This design comes from an exercise in tuning for small area on the open sky130 flow, not from production work. In this exercise RTL edits were held to simulation tests only and were not proved equivalent to the original. Power and IR drop assume default switching activity.

## try-raven
==> flow/design.v <==
`default_nettype none
package bdar_pkg;
  localparam int NUM_BUTTONS_DEF = 6;
  localparam int CNT_W           = 16;
  localparam int CFG_W           = 16;
  localparam int CFG_IDX_W       = 2;
  localparam logic [CNT_W-1:0] DEBOUNCE_RST = 16'd50;
  localparam logic [CNT_W-1:0] DELAY_RST    = 16'd300;
  localparam logic [CNT_W-1:0] INTERVAL_RST = 16'd300;
  typedef enum logic [CFG_IDX_W-1:0] {
    CFG_DEBOUNCE = 2'd0,
    CFG_DELAY    = 2'd1,
    CFG_INTERVAL = 2'd2
  } cfg_reg_e;
endpackage
`default_nettype wire
`default_nettype none
module bdar_lane (
  input  wire logic        clk_i,
  input  wire logic        rst_ni,
  input  wire logic        tick_i,
  input  wire logic        raw_i,
  input  wire logic [15:0] deb_n_i,
  input  wire logic [15:0] del_n_i,
  input  wire logic [15:0] int_n_i,
  input  wire logic        del_zero_i,
  output logic             ev_o,
  output logic             stable_o
);
  logic        stable_q, rep_q;
  logic [15:0] s_q, s_d;
  logic [16:0] k;
  logic [8:1]  c_deb, c_del, c_int;
  logic        ge_deb, ge_del, ge_int;
  logic        chg, rel, pressed, arm, rpt, clr, sat, tclr;
  bdar_cmp_lo u_deb0 (.a_i(s_q[1:0]), .b_i(deb_n_i[1:0]), .y_o(c_deb[1]));
  bdar_cmp_lo u_del0 (.a_i(s_q[1:0]), .b_i(del_n_i[1:0]), .y_o(c_del[1]));
  bdar_cmp_lo u_int0 (.a_i(s_q[1:0]), .b_i(int_n_i[1:0]), .y_o(c_int[1]));
  for (genvar i = 1; i < 8; i++) begin : g_cmp
    bdar_cmp2 u_deb (.a_i(s_q[2*i+1:2*i]), .b_i(deb_n_i[2*i+1:2*i]), .c_i(c_deb[i]), .y_o(c_deb[i+1]));
    bdar_cmp2 u_del (.a_i(s_q[2*i+1:2*i]), .b_i(del_n_i[2*i+1:2*i]), .c_i(c_del[i]), .y_o(c_del[i+1]));
    bdar_cmp2 u_int (.a_i(s_q[2*i+1:2*i]), .b_i(int_n_i[2*i+1:2*i]), .c_i(c_int[i]), .y_o(c_int[i+1]));
  end
  assign ge_deb = c_deb[8];
  assign ge_del = c_del[8];
  assign ge_int = c_int[8];
  always_comb begin
    chg     = (raw_i ^ stable_q) & ge_deb;
    rel     = chg & raw_i;
    pressed = ~(stable_q ^ chg);
    arm     = pressed & ~rep_q & (chg ? del_zero_i : ge_del);
    rpt     = pressed & rep_q & ~chg & ge_int;
    clr     = chg | arm | rpt;
    sat     = &s_q;
    tclr    = tick_i & clr;
    ev_o    = chg | rpt;
  end
  assign k[0] = tick_i & ~sat;
  for (genvar i = 0; i < 16; i++) begin : g_cnt
    bdar_cnt_bit #(.ONE(i == 0)) u_bit (
      .s_i   (s_q[i]),
      .k_i   (k[i]),
      .clr_i (tclr),
      .d_o   (s_d[i]),
      .k_o   (k[i+1])
    );
  end
  assign stable_o = stable_q;
  always_ff @(posedge clk_i or negedge rst_ni) begin
    if (!rst_ni) begin
      stable_q <= 1'b1;
      rep_q    <= 1'b0;
    end else if (tick_i) begin
      stable_q <= stable_q ^ chg;
      rep_q    <= (rep_q | arm) & ~rel;
    end
  end
  always_ff @(posedge clk_i or negedge rst_ni) begin
    if (!rst_ni) begin
      s_q <= 16'd1;
    end else begin
      s_q <= s_d;
    end
  end
endmodule
module bdar_cmp2 (
  input  wire logic [1:0] a_i,
  input  wire logic [1:0] b_i,
  input  wire logic       c_i,
  output logic            y_o
);
  logic c1;
  assign c1  = (a_i[0] & b_i[0]) | (c_i & (a_i[0] | b_i[0]));
  assign y_o = (a_i[1] & b_i[1]) | (c1 & (a_i[1] | b_i[1]));
endmodule
module bdar_cmp_lo (
  input  wire logic [1:0] a_i,
  input  wire logic [1:0] b_i,
  output logic            y_o
);
  logic c1;
  assign c1  = a_i[0] | b_i[0];
  assign y_o = (a_i[1] & b_i[1]) | (c1 & (a_i[1] | b_i[1]));
endmodule
module bdar_cnt_bit #(
  parameter bit ONE = 1'b0
) (
  input  wire logic s_i,
  input  wire logic k_i,
  input  wire logic clr_i,
  output logic      d_o,
  output logic      k_o
);
  logic sum;
  assign {k_o, sum} = {1'b0, s_i} + {1'b0, k_i};
  assign d_o = clr_i ? ONE : sum;
endmodule
`default_nettype wire
`default_nettype none
module bdar_merge #(
  parameter int NUM_BUTTONS = 6,
  parameter int IDX_W       = 3
) (
  input  wire logic                   clk_i,
  input  wire logic                   rst_ni,
  input  wire logic                   in_valid_i,
  output logic                        in_ready_o,
  output logic                        in_acc_o,
  input  wire logic [NUM_BUTTONS-1:0] ev_i,
  input  wire logic [NUM_BUTTONS-1:0] stable_i,
  output logic                        evt_valid_o,
  input  wire logic                   evt_ready_i,
  output logic [IDX_W-1:0]            evt_button_index_o,
  output logic                        evt_event_kind_o,
  output logic                        evt_last_event_o
);
  logic [NUM_BUTTONS-1:0] pend_q, pend_d;
  logic [NUM_BUTTONS-1:0] rest;
  logic [IDX_W-1:0]       sel_idx;
  logic                   sel_kind;
  logic                   found;
  logic                   out_valid_q;
  logic [IDX_W-1:0]       out_idx_q;
  logic                   out_kind_q;
  logic                   out_last_q;
  logic                   out_load;
  logic                   any;
  always_comb begin
    sel_idx  = '0;
    sel_kind = 1'b0;
    found    = 1'b0;
    rest     = pend_q;
    for (int i = 0; i < NUM_BUTTONS; i++) begin
      if (pend_q[i] && !found) begin
        sel_idx  = IDX_W'(i);
        sel_kind = stable_i[i];
        rest[i]  = 1'b0;
        found    = 1'b1;
      end
    end
    any        = |pend_q;
    out_load   = any && (!out_valid_q || evt_ready_i);
    in_ready_o = !any || (out_load && (rest == '0));
    in_acc_o   = in_valid_i && in_ready_o;
    pend_d     = in_acc_o ? ev_i : (out_load ? rest : pend_q);
  end
  always_ff @(posedge clk_i or negedge rst_ni) begin
    if (!rst_ni) begin
      pend_q      <= '0;
      out_valid_q <= 1'b0;
    end else begin
      pend_q      <= pend_d;
      out_valid_q <= out_load | (out_valid_q & ~evt_ready_i);
    end
  end
  always_ff @(posedge clk_i) begin
    if (out_load) begin
      out_idx_q  <= sel_idx;
      out_kind_q <= sel_kind;
      out_last_q <= (rest == '0);
    end
  end
  assign evt_valid_o        = out_valid_q;
  assign evt_button_index_o = out_idx_q;
  assign evt_event_kind_o   = out_kind_q;
  assign evt_last_event_o   = out_last_q;
endmodule
`default_nettype wire
`default_nettype none
module button_debounce_auto_repeat (
  input  wire logic        clk_i,
  input  wire logic        rst_ni,
  input  wire logic        cfg_we_i,
  input  wire logic [1:0]  cfg_idx_i,
  input  wire logic [15:0] cfg_data_i,
  input  wire logic        tick_valid_i,
  output logic             tick_ready_o,
  input  wire logic [5:0]  tick_raw_buttons_i,
  output logic             evt_valid_o,
  input  wire logic        evt_ready_i,
  output logic [2:0]       evt_button_index_o,
  output logic             evt_event_kind_o,
  output logic             evt_last_event_o
);
  localparam int NUM_BUTTONS = bdar_pkg::NUM_BUTTONS_DEF;
  localparam int IdxW = (NUM_BUTTONS > 1) ? $clog2(NUM_BUTTONS) : 1;
  logic [15:0]            deb_n_q, del_n_q, int_n_q;
  logic                   del_zero;
  logic [NUM_BUTTONS-1:0] res_ev;
  logic [NUM_BUTTONS-1:0] stable;
  logic                   tick_acc;
  always_ff @(posedge clk_i or negedge rst_ni) begin
    if (!rst_ni) begin
      deb_n_q <= ~bdar_pkg::DEBOUNCE_RST;
      del_n_q <= ~bdar_pkg::DELAY_RST;
      int_n_q <= ~bdar_pkg::INTERVAL_RST;
    end else if (cfg_we_i) begin
      case (cfg_idx_i)
        bdar_pkg::CFG_DEBOUNCE: deb_n_q <= ~cfg_data_i;
        bdar_pkg::CFG_DELAY:    del_n_q <= ~cfg_data_i;
        bdar_pkg::CFG_INTERVAL: int_n_q <= ~cfg_data_i;
        default: ;
      endcase
    end
  end
  assign del_zero = &del_n_q;
  for (genvar g = 0; g < NUM_BUTTONS; g++) begin : g_lane
    bdar_lane u_lane (
      .clk_i      (clk_i),
      .rst_ni     (rst_ni),
      .tick_i     (tick_acc),
      .raw_i      (tick_raw_buttons_i[g]),
      .deb_n_i    (deb_n_q),
      .del_n_i    (del_n_q),
      .int_n_i    (int_n_q),
      .del_zero_i (del_zero),
      .ev_o       (res_ev[g]),
      .stable_o   (stable[g])
    );
  end
  bdar_merge #(
    .NUM_BUTTONS (NUM_BUTTONS),
    .IDX_W       (IdxW)
  ) u_merge (
    .clk_i              (clk_i),
    .rst_ni             (rst_ni),
    .in_valid_i         (tick_valid_i),
    .in_ready_o         (tick_ready_o),
    .in_acc_o           (tick_acc),
    .ev_i               (res_ev),
    .stable_i           (stable),
    .evt_valid_o        (evt_valid_o),
    .evt_ready_i        (evt_ready_i),
    .evt_button_index_o (evt_button_index_o),
    .evt_event_kind_o   (evt_event_kind_o),
    .evt_last_event_o   (evt_last_event_o)
  );
endmodule
`default_nettype wire
export LEC_CHECK = 0
export CAP_MARGIN = 20
export CORE_MARGIN = 2
export CORE_UTILIZATION = 60
export SLEW_MARGIN = 20
export SYNTH_HIERARCHICAL = 1
create_clock -name core_clock -period 8.0 [get_ports {clk_i}]
standard.sh (not shown) runs the stock make flow with config.mk's settings and CLKGATE_MAP_FILE= SYNTH_SCRIPT=/design/flow/synth_recipe.tcl, a recipe that flattens the netlist after the stock synthesis.
==> flow/flow/run.sh <==
#!/bin/bash
# The standard layout, with three changes: every cell goes to its smallest
# drive strength after floorplanning (downsize.tcl), the ports get buf_1
# buffers, and CTS uses clkbuf_8 in large clusters without dummy loads.
set -euo pipefail
here=$(pwd)
export POST_FLOORPLAN_TCL="$here/flow/downsize.tcl"
export BUFFER_PORTS_ARGS="-buffer_cell sky130_fd_sc_hd__buf_1"
export CTS_ARGS="-sink_clustering_enable -repair_clock_nets -buf_list sky130_fd_sc_hd__clkbuf_8 -sink_clustering_size 50 -sink_clustering_max_diameter 100 -dont_use_dummy_load"
bash standard.sh finish > "$here/standard_flow.log" 2>&1
==> flow/flow/downsize.tcl <==
# Put every cell on the smallest drive strength of its own function (same
# name up to the _N suffix), skipping cells on the don't-use list. The
# placement's repair_design then buffers or sizes up what needs it.
set db [ord::get_db]
set block [ord::get_db_block]
set dont_use {}
if { [info exists ::env(DONT_USE_CELLS)] } {
  set dont_use $::env(DONT_USE_CELLS)
}
proc my_is_dont_use { name pats } {
  foreach p $pats {
    if { [string match $p $name] } { return 1 }
  }
  return 0
}
set swapped 0
set saved 0
foreach inst [$block getInsts] {
  set m [$inst getMaster]
  set name [$m getName]
  if { ![regexp {^(sky130_fd_sc_hd__[a-z0-9]+)_([0-9]+)$} $name -> base sz] } { continue }
  set best $m
  set best_area [expr { [$m getWidth] * [$m getHeight] }]
  foreach n {0 1 2 3 4 6 8 12 16} {
    set cand [$db findMaster "${base}_$n"]
    if { $cand == "NULL" || $cand == "" } { continue }
    if { [my_is_dont_use "${base}_$n" $dont_use] } { continue }
    set a [expr { [$cand getWidth] * [$cand getHeight] }]
    if { $a < $best_area } {
      set best $cand
      set best_area $a
    }
  }
  if { $best != $m } {
    set saved [expr { $saved + [$m getWidth] * [$m getHeight] - $best_area }]
    $inst swapMaster $best
    incr swapped
  }
}
puts "downsize: swapped $swapped cells, saved [expr { $saved / 1.0e6 }] um^2"
Inputs modified between try-raven and try-juniper:
-- flow/design.v --
<<< try-raven, line 33
  logic [8:1]  c_deb, c_del, c_int;
  logic        ge_deb, ge_del, ge_int;
  logic        chg, rel, pressed, arm, rpt, clr, sat, tclr;
  bdar_cmp_lo u_deb0 (.a_i(s_q[1:0]), .b_i(deb_n_i[1:0]), .y_o(c_deb[1]));
  bdar_cmp_lo u_del0 (.a_i(s_q[1:0]), .b_i(del_n_i[1:0]), .y_o(c_del[1]));
>>> try-juniper, line 33
  logic [8:1]  c_deb, c_del, c_int;
  logic        ge_deb, ge_del, ge_int;
  logic        chg, rep_d, clr, sat, tclr;
  bdar_cmp_lo u_deb0 (.a_i(s_q[1:0]), .b_i(deb_n_i[1:0]), .y_o(c_deb[1]));
  bdar_cmp_lo u_del0 (.a_i(s_q[1:0]), .b_i(del_n_i[1:0]), .y_o(c_del[1]));
<<< try-raven, line 47
  always_comb begin
    chg     = (raw_i ^ stable_q) & ge_deb;
    rel     = chg & raw_i;
    pressed = ~(stable_q ^ chg);
    arm     = pressed & ~rep_q & (chg ? del_zero_i : ge_del);
    rpt     = pressed & rep_q & ~chg & ge_int;
    clr     = chg | arm | rpt;
    sat     = &s_q;
    tclr    = tick_i & clr;
    ev_o    = chg | rpt;
  end
  assign k[0] = tick_i & ~sat;
>>> try-juniper, line 47
  always_comb begin
    chg     = (raw_i ^ stable_q) & ge_deb;
    if (stable_q) begin
      rep_d = chg & del_zero_i;
      clr   = chg;
      ev_o  = chg;
    end else begin
      rep_d = ~chg & (rep_q | ge_del);
      clr   = chg | (rep_q ? ge_int : ge_del);
      ev_o  = chg | (rep_q & ge_int);
    end
    sat     = &s_q;
    tclr    = tick_i & clr;
  end
  assign k[0] = tick_i & ~sat;
<<< try-raven, line 73
    end else if (tick_i) begin
      stable_q <= stable_q ^ chg;
      rep_q    <= (rep_q | arm) & ~rel;
    end
  end
>>> try-juniper, line 76
    end else if (tick_i) begin
      stable_q <= stable_q ^ chg;
      rep_q    <= rep_d;
    end
  end
<<< try-raven, line 206
  localparam int IdxW = (NUM_BUTTONS > 1) ? $clog2(NUM_BUTTONS) : 1;
  logic [15:0]            deb_n_q, del_n_q, int_n_q;
  logic                   del_zero;
  logic [NUM_BUTTONS-1:0] res_ev;
  logic [NUM_BUTTONS-1:0] stable;
  logic                   tick_acc;
  always_ff @(posedge clk_i or negedge rst_ni) begin
    if (!rst_ni) begin
>>> try-juniper, line 209
  localparam int IdxW = (NUM_BUTTONS > 1) ? $clog2(NUM_BUTTONS) : 1;
  logic [15:0]            deb_n_q, del_n_q, int_n_q;
  logic [15:0]            deb_n_d, del_n_d, int_n_d;
  logic                   del_zero;
  logic [NUM_BUTTONS-1:0] res_ev;
  logic [NUM_BUTTONS-1:0] stable;
  logic                   tick_acc;
  logic [15:0]            data_n;
  logic                   we_deb, we_del, we_int;
  assign data_n = ~cfg_data_i;
  assign we_deb = cfg_we_i && (cfg_idx_i == bdar_pkg::CFG_DEBOUNCE);
  assign we_del = cfg_we_i && (cfg_idx_i == bdar_pkg::CFG_DELAY);
  assign we_int = cfg_we_i && (cfg_idx_i == bdar_pkg::CFG_INTERVAL);
  for (genvar i = 0; i < 16; i++) begin : g_cfg
    bdar_mux2 u_deb (.s_i(we_deb), .a_i(data_n[i]), .b_i(deb_n_q[i]), .y_o(deb_n_d[i]));
    bdar_mux2 u_del (.s_i(we_del), .a_i(data_n[i]), .b_i(del_n_q[i]), .y_o(del_n_d[i]));
    bdar_mux2 u_int (.s_i(we_int), .a_i(data_n[i]), .b_i(int_n_q[i]), .y_o(int_n_d[i]));
  end
  always_ff @(posedge clk_i or negedge rst_ni) begin
    if (!rst_ni) begin
<<< try-raven, line 215
      del_n_q <= ~bdar_pkg::DELAY_RST;
      int_n_q <= ~bdar_pkg::INTERVAL_RST;
    end else if (cfg_we_i) begin
      case (cfg_idx_i)
        bdar_pkg::CFG_DEBOUNCE: deb_n_q <= ~cfg_data_i;
        bdar_pkg::CFG_DELAY:    del_n_q <= ~cfg_data_i;
        bdar_pkg::CFG_INTERVAL: int_n_q <= ~cfg_data_i;
        default: ;
      endcase
    end
  end
>>> try-juniper, line 230
      del_n_q <= ~bdar_pkg::DELAY_RST;
      int_n_q <= ~bdar_pkg::INTERVAL_RST;
    end else begin
      deb_n_q <= deb_n_d;
      del_n_q <= del_n_d;
      int_n_q <= int_n_d;
    end
  end
<<< try-raven, line 257
  );
endmodule
`default_nettype wire
>>> try-juniper, line 269
  );
endmodule
module bdar_mux2 (
  input  wire logic s_i,
  input  wire logic a_i,
  input  wire logic b_i,
  output logic      y_o
);
  assign y_o = s_i ? a_i : b_i;
endmodule
`default_nettype wire
[summary]
try-juniper reached the end of the flow, and the finished layout is clean on the timing, design-rule and antenna checks.
Taking try-raven as the reference, in try-juniper total nets after synthesis went down by about 3.8%, amount of wire on met3 after detailed routing went down by about 30%.
In try-juniper the hold slack turned out 0.077 ns higher than in try-raven.
try-juniper ends up with lower synthesized cell count than try-raven does.
Of try-juniper and try-raven, try-juniper shows the higher relative contribution of the clock network to total power, with try-raven below it.
try-juniper vs. try-raven: clock skew went down, area overhead of the layout relative to synthesis down 0.73 points, critical path depth went down, simple-gate share of the synthesized area now sits lower.
The sequential share of layout area reported for try-juniper is greater than that of try-raven by 0.27 points.

-- re-timing with driven ports --
Ports are ideal in the flow. The routed layouts listed here were re-timed in OpenROAD.
Step 1 sets driving cells, clkbuf_16 on the clock port and buf_2 on the other inputs (assumed; they add their load-dependent delay and slew).
Step 2 times the ports against the registers' clock, not the clock port: input delays grow and output delays shrink by t, the midpoint of the rising clock arrivals with the driver on.
a / b / c = ideal / step 1 / step 2; a / b = the first two.
| run | t (ns) | slack for setup (ns) | hold WS [ns] | latest minus earliest clock arrival (ns) | worst slew at a driven data input, ns |
|---|---|---|---|---|---|
| try-raven | 0.486 | 2.042 / 2.061 / 1.575 | 0.532 / 0.532 / 0.532 | 0.038 / 0.037 | 0.05 |
| try-juniper | 0.489 | 2.141 / 2.164 / 1.674 | 0.609 / 0.609 / 0.609 | 0.033 / 0.033 | 0.05 |
After both steps setup and hold are still met in every run listed.
